From an optimization exercise on the open Yosys and OpenROAD flow, aimed at small area, a short achievable clock period and few clock cycles per item; shortcuts taken in it are not production practice. Function was checked by simulation only, so behaviour that the tests miss may differ from the original. Power figures rest on the tool's default switching activity, not on a simulated workload.

[run.sh]
#!/bin/bash
# synth_recipe.tcl (not shown) runs the flow's synth.tcl, then flattens the netlist and writes it again
# the make line also repeats each setting of config.mk as NAME=value (left out here)
make -C /OpenROAD-flow-scripts/flow DESIGN_CONFIG=/design/flow/config.mk WORK_HOME=/design/flow/orfs CLKGATE_MAP_FILE= SYNTH_SCRIPT=/design/flow/synth_recipe.tcl finish
[config.mk]
export PLATFORM = sky130hd
export DESIGN_NAME = sad_disparity_core
export DESIGN_NICKNAME = sad_disparity_core
export VERILOG_FILES = /design/flow/design.v
export SDC_FILE = /design/flow/constraint.sdc
export NUM_CORES = 4
export LEC_CHECK = 0
export CAP_MARGIN = 20
export CORE_MARGIN = 2
export CORE_UTILIZATION = 40
export SLEW_MARGIN = 20
[constraint.sdc]
create_clock -name core_clock -period 30.0 [get_ports {clk}]
set_input_delay 6.0000 -clock core_clock [delete_from_list [all_inputs] [get_ports {clk}]]
set_output_delay 6.0000 -clock core_clock [all_outputs]
set_load 0.01 [all_outputs]
[design.v]
`timescale 1ns/1ps
`default_nettype none
module sad_disparity_core #(
    parameter int CAMERA_HSIZE   = 100,
    parameter int CAMERA_VSIZE   = 100,
    parameter int PIXEL_WIDTH    = 8,
    parameter int MAX_DISP       = 16,
    parameter int WIN_SIZE       = 5,
    parameter int BUF_ADDR_WIDTH = 32,
    parameter int DISP_WIDTH     = 4,
    localparam int COST_WIDTH    = PIXEL_WIDTH + $clog2(WIN_SIZE) + 1
) (
    input  logic                      clk,
    input  logic                      rst_n,
    input  logic                      frame_start,
    output logic [BUF_ADDR_WIDTH-1:0] buf_raddr,
    output logic                      buf_rready,
    input  logic                      buf_rvalid,
    input  logic [PIXEL_WIDTH-1:0]    buf_rdata_l,
    input  logic [PIXEL_WIDTH-1:0]    buf_rdata_r,
    output logic [DISP_WIDTH-1:0]     disp_out,
    output logic                      disp_valid,
    input  logic                      disp_ready,
    output logic                      sad_done
);
    localparam int NUM_PIX = CAMERA_HSIZE * CAMERA_VSIZE;
    localparam int XW      = $clog2(CAMERA_HSIZE);
    localparam logic [BUF_ADDR_WIDTH-1:0] LAST_ADDR = BUF_ADDR_WIDTH'(NUM_PIX - 1);
    localparam logic [XW-1:0]             LAST_X    = XW'(CAMERA_HSIZE - 1);
    typedef enum logic [1:0] {
        IDLE  = 2'd0,
        READ  = 2'd1,
        FLUSH = 2'd2,
        DONE  = 2'd3
    } state_t;
    state_t state, state_nxt;
    logic [XW-1:0]          x;
    logic                   stall;
    logic                   beat;
    logic                   last_beat;
    logic [PIXEL_WIDTH-1:0] r_hist [MAX_DISP-1];
    logic [PIXEL_WIDTH-1:0] ad_line [MAX_DISP][WIN_SIZE];
    logic [COST_WIDTH-1:0]  sad [MAX_DISP];
    logic                   s1_valid;
    logic                   s1_last;
    logic [XW-1:0]          s1_x;
    logic                   disp_last;
    logic [PIXEL_WIDTH-1:0] ad [MAX_DISP];
    logic [COST_WIDTH-1:0]  sad_nxt [MAX_DISP];
    logic [DISP_WIDTH-1:0]  best_d;
    logic [COST_WIDTH-1:0]  best_s;
    logic                   found;
    assign stall      = disp_valid & ~disp_ready;
    assign buf_rready = (state == READ) & ~stall;
    assign beat       = buf_rvalid & buf_rready;
    assign last_beat  = beat & (buf_raddr == LAST_ADDR);
    assign sad_done   = (state == DONE);
    always_ff @(posedge clk or negedge rst_n) begin
        if (!rst_n) begin
            state <= IDLE;
        end else begin
            state <= state_nxt;
        end
    end
    always_comb begin
        state_nxt = state;
        case (state)
            IDLE:    if (frame_start) state_nxt = READ;
            READ:    if (last_beat) state_nxt = FLUSH;
            FLUSH:   if (disp_valid && disp_ready && disp_last) state_nxt = DONE;
            DONE:    state_nxt = IDLE;
            default: state_nxt = IDLE;
        endcase
    end
    always_comb begin
        logic [PIXEL_WIDTH-1:0] rtap;
        logic [PIXEL_WIDTH-1:0] old_ad;
        logic [COST_WIDTH-1:0]  base;
        for (int d = 0; d < MAX_DISP; d++) begin
            ad[d]      = '0;
            sad_nxt[d] = '0;
        end
        for (int d = 0; d < MAX_DISP; d++) begin
            if (d == 0) begin
                rtap = buf_rdata_r;
            end else begin
                rtap = (x == '0) ? '0 : r_hist[(d > 0) ? d - 1 : 0];
            end
            ad[d]      = (buf_rdata_l >= rtap) ? (buf_rdata_l - rtap) : (rtap - buf_rdata_l);
            old_ad     = (x == '0) ? '0 : ad_line[d][WIN_SIZE-1];
            base       = (x == '0) ? '0 : sad[d];
            sad_nxt[d] = base + COST_WIDTH'(ad[d]) - COST_WIDTH'(old_ad);
        end
    end
    always_comb begin
        best_d = '0;
        best_s = '0;
        found  = 1'b0;
        for (int d = 0; d < MAX_DISP; d++) begin
            if ((int'(s1_x) >= d + WIN_SIZE - 1) && (!found || (sad[d] < best_s))) begin
                found  = 1'b1;
                best_s = sad[d];
                best_d = DISP_WIDTH'(d);
            end
        end
    end
    always_ff @(posedge clk or negedge rst_n) begin
        if (!rst_n) begin
            buf_raddr  <= '0;
            x          <= '0;
            s1_valid   <= 1'b0;
            s1_last    <= 1'b0;
            s1_x       <= '0;
            disp_out   <= '0;
            disp_valid <= 1'b0;
            disp_last  <= 1'b0;
            for (int i = 0; i < MAX_DISP - 1; i++) r_hist[i] <= '0;
            for (int d = 0; d < MAX_DISP; d++) begin
                sad[d] <= '0;
                for (int k = 0; k < WIN_SIZE; k++) ad_line[d][k] <= '0;
            end
        end else begin
            if (state == IDLE && frame_start) begin
                buf_raddr <= '0;
                x         <= '0;
            end else if (beat) begin
                if (buf_raddr != LAST_ADDR) buf_raddr <= buf_raddr + 1'b1;
                x <= (x == LAST_X) ? '0 : x + 1'b1;
            end
            if (!stall) begin
                s1_valid <= beat;
                s1_last  <= last_beat;
                if (beat) begin
                    s1_x      <= x;
                    r_hist[0] <= buf_rdata_r;
                    for (int i = 1; i < MAX_DISP - 1; i++) begin
                        r_hist[i] <= (x == '0) ? '0 : r_hist[i-1];
                    end
                    for (int d = 0; d < MAX_DISP; d++) begin
                        sad[d]        <= sad_nxt[d];
                        ad_line[d][0] <= ad[d];
                        for (int k = 1; k < WIN_SIZE; k++) begin
                            ad_line[d][k] <= (x == '0) ? '0 : ad_line[d][k-1];
                        end
                    end
                end
                disp_valid <= s1_valid;
                disp_last  <= s1_last;
                if (s1_valid) begin
                    disp_out  <= best_d;
                end
            end
        end
    end
endmodule
`default_nettype wire
==> notes.md <==
-- repair_timing --
action / in CTS / in global routing
endpoints found under the setup margin: 4 / 4
pin swaps: 0 / 68
setup buffers: 0 / 52
gates cloned: 1 / 10
gates resized for setup: 23 / 182
-- stage by stage --
stage | hold slack [ns] | power (W) | area, um^2
final | 0.473 | 0.00790 | 72100
after CTS | 0.476 | 0.00787 | 70800
after detailed placement | 0.462 | 0.00639 | 66900
after floorplan | 0.444 | 0.00534 | 63700
after global placement | 0.459 | 0.00630 | 66900
after global routing | 0.490 | 0.00863 | 72100
-- registers in the layout (all words and copies together), names as in the netlist --
signal / cells
disp_last: 1
disp_out: 4
state: 2
r_hist: 120
buf_raddr: 32
sad: 192
s1_valid: 1
ad_line: 640
s1_last: 1
s1_x: 7
disp_valid: 1
x: 7
-- worst max-delay path by stage --
stage / slack [ns] / end / depth (start not counted) / startpoint
6_report: 1.39 / disp_out[0]$_DFFE_PN0P_ / 159 / s1_x[6]$_DFFE_PN0P_
4_1_cts: 0.03 / disp_out[3]$_DFFE_PN0P_ / 159 / s1_x[4]$_DFFE_PN0P_
5_1_grt: -0.35 / disp_out[2]$_DFFE_PN0P_ / 162 / s1_x[6]$_DFFE_PN0P_
3_5_place_dp: -1.22 / disp_out[3]$_DFFE_PN0P_ / 159 / s1_x[4]$_DFFE_PN0P_
2_1_floorplan: 0.008 / disp_out[3]$_DFFE_PN0P_ / 162 / s1_x[2]$_DFFE_PN0P_
3_3_place_gp: -0.33 / disp_out[3]$_DFFE_PN0P_ / 159 / s1_x[4]$_DFFE_PN0P_
-- kinds of logic after synthesis --
family | after synthesis
AO/OA/AOI/OAI | 1713
buffers and inverters | 788
flip-flops | 1008
XOR/XNOR | 273
AND/OR/NAND/NOR | 1870
adder cells (fa/ha/maj) | 758
multiplexers | 227
-- where the power goes --
| part | switching (W) | total, W | internal, W |
|---|---|---|---|
| Combinational | 0.00240 | 0.00424 | 0.00185 |
| Clock | 0.000594 | 0.00142 | 0.000823 |
| Sequential | 0.000419 | 0.00224 | 0.00182 |
| Total | 0.00341 | 0.00790 | 0.00449 |
-- cell type report --
type                       instances  area (um^2)  share of cell area
antenna                            1         2.50           0.0000347
clock buffer                     154         3260              0.0453
clock inverter                    54          528             0.00732
inverter                         471         1770              0.0245
multi-input combinational       4845        36400               0.505
sequential                      1008        25200               0.350
tap                             2072         2590              0.0360
timing repair buffer             266         2310              0.0321
-- metal layers --
metal  wire length [um]  vias to the layer above
li1                   -                    23100
met1              84800                    23600
met2              73700                      804
met3               6670                      218
met4               4020                        0
met5                  0                        -
-- layout by cell type, fill, tap and decap left out, types with 55 or more instances in the layout --
master and count:
ha_1 592, mux2_2 97, mux2i_1 108, o21bai_1 90
nor2_1 169, a21o_1 118, clkdlybuf4s50_1 57, a21oi_1 297
xnor2_1 175, nor2b_1 55, a22o_1 512, inv_1 466
fa_1 160, clkbuf_16 116, and2_1 124, buf_4 184
xor2_1 98, dfrtp_1 1008, nand2_1 1266, o21ai_0 415
-- critical path: cells and delay by family (launching register included) --
kind,cells,cell delay [ns]
multiplexers,8,2.45
AO/OA/AOI/OAI,68,12.88
buffers and inverters,32,3.89
flip-flops,1,0.41
adder cells (fa/ha/maj),15,3.80
AND/OR/NAND/NOR,36,5.09
==> key figures <==
Outcome
  – Status: finished clean

Logic synthesis
  – Yosys top cell area share: 0.396
  – Compound-Gate Fraction of Synth Area: 0.187
  – XOR/XNOR Fraction of Synth Area: 0.0375
  – Cells after Synth: 6637
  – Mapped Area: between 0.06 and 0.07 mm^2
  – Yosys warns: 6
  – Simple-gate share of the synthesized area: 0.127
  – Fraction of registers with async set/reset: 1.00
  – Mean post-synth cell area: 9.60 um^2
  – Leading area contributor after synthesis: dfrtp_1
  – Ranking of synthesized cells by area: dfrtp_1 40%, ha_1 12%, nand2_1 7.5%, a22o_1 7.0%, fa_1 5.0%
  – Multiplexer share of the synthesized area: 0.0385
  – Post-synth top cells: 1273 x nand2_1, 1008 x dfrtp_1, 597 x ha_1, 512 x a22o_1, 470 x inv_1
  – Syn nets: 7415
  – Number of synthesized flops with an enable pin: 0
  – Most frequent cell after synthesis: nand2_1
  – Largest family of logic cells by synthesized area: compound AO/OA/AOI/OAI gates
  – Unique masters post-synth: between 90 and 100
  – Flops & latches, synth: between 1000 and 1500
  – Ys flop type: dfrtp_1
  – Seq/Total Area, Yosys: 0.396
  – Post-synthesis adder-cell area fraction: 0.168

Worst setup path
  – Worst Path Arrival: 29.26 ns
  – Critical path capture point type: flip-flop
  – CP max-delay cell: a2111o_1
  – Crit-path max cell delay: approximately 0.44 ns
  – Crit path kind: reg2reg
  – Startpoint Class: flip-flop
  – CP required: 30.65 ns
  – CP most frequent cell: ha_1
  – R2r setup slk: 1.39 ns
  – R2r endpoint: disp_out[0]$_DFFE_PN0P_
  – Crit Path Max Fanout: 14
  – FF-to-FF Start: s1_x[6]$_DFFE_PN0P_
  – R2R cell count: around 160

Placed design
  – RD Place Congestion: 0.908
  – Place WS: -1.22 ns
  – Detail Placement HPWL: 118 mm
  – Port bufs: 59
  – Placed cell count: 8598

Clocking
  – Clock latency (worst-skew pair): 0.73 ns
  – # clock sinks: 1008
  – CTS tree: done
  – TritonCTS buffer count: around 110
  – H-tree levels: 3
  – Hold Buf Count CTS: 0
  – Longest Clk Path Bufs: 3
  – Clock transition at the registers of the reported paths: 0.06 ns
  – Root buf cell: clkbuf_16

Global routing
  – First-pass GRT wire length: approximately 270 mm
  – GR Util met3: 0.0234
  – Met2 Track Usage GR: 0.311
  – Largest net degree at the start of global routing: 220
  – GRT Total Usage: 0.206
  – Vias in the first global route: around 47000
  – Met1 Resource Use GR: 0.314
  – GR Overflow Total: 0
  – Initial antenna violation count: 4
  – GRT busiest layer: met1

Power
  – Worst IR drop on VDD: 0.0632 mV
  – Leakage Power: 34.6 nW
  – PD cells: 110 mW/mm^2

Routing
  – DR iter-0 viols: 3204
  – Drc violations: 0
  – Vias/cell: between 5 and 6
  – Vias: 47700
  – Routed WL: between 150 and 200 mm
  – Per-cell routed wire length: 19.1 um
  – Post-route antenna net violation count: 0
  – First-pass detailed-route iteration total: 5

Floorplanning
  – Initial Util: 0.402
  – DIE HEIGHT: roughly 400 um
  – Cell Rows: 146
  – Die W: around 400 um
  – Die footprint: 0.163 mm^2
  – I/O pins: 60
  – Core Box Area: 0.158 mm^2

STA
  – Final worst setup slack: 1.39 ns
  – Worst-margin pin slew: 1.06 ns
  – Rel. slew slack: 0.296
  – Worst Skew: 0.0270 ns
  – Total Neg Setup Slack: 0 ns
  – FMAX: 35.0 MHz
  – Final setup fails: 0
  – Final Slew Violations: 0
  – Final Cycle Share: 0.954
  – Final min period: 28.61 ns
  – Final Hold Vio Count: 0

Final layout
  – Number of fill cells: 14900
  – Share of post-route cells with drive strength above 1: 0.104
  – Final #Nets: 7482
  – Area growth syn-to-layout: 13.1%
  – Fin util: 0.455
  – Fin cells: 8871

Hold path
  – Hold endpoint: ad_line[20][1]$_DFFE_PN0P_
  – Hold WC Path Type: reg2reg
  – Hold path depth: 2
  – Hold Path Origin: ad_line[20][1]$_DFFE_PN0P_

Flow run
  – Max-cap violations: 0
Testbench counts, summed over its fixed seeds: cycles 120,048, pixels 120,000.

==> port drivers added, routing unchanged <==
Ports are ideal in the flow. The routed layout listed here was re-timed in OpenROAD.
Step 1, drivers: a clkbuf_16 drives clk and a buf_2 each remaining input, both assumed.
Step 2 times the ports against the registers' clock, not the clock port: input delays grow and output delays shrink by t, the midpoint of the rising clock arrivals with the driver on.
Slacks: ideal ports / drivers / drivers and shift; pairs: ideal ports / drivers.
shift t [ns]: 0.798
setup WS [ns]: 1.392 / 1.392 / 1.392
hold slack, ns: 0.473 / 0.473 / 0.473
cell pins on the clock port's net: 1
After both steps this run still meets setup and hold. The setup slack of this run moves by 0.000 ns with the drivers and by 0.000 ns with both steps.
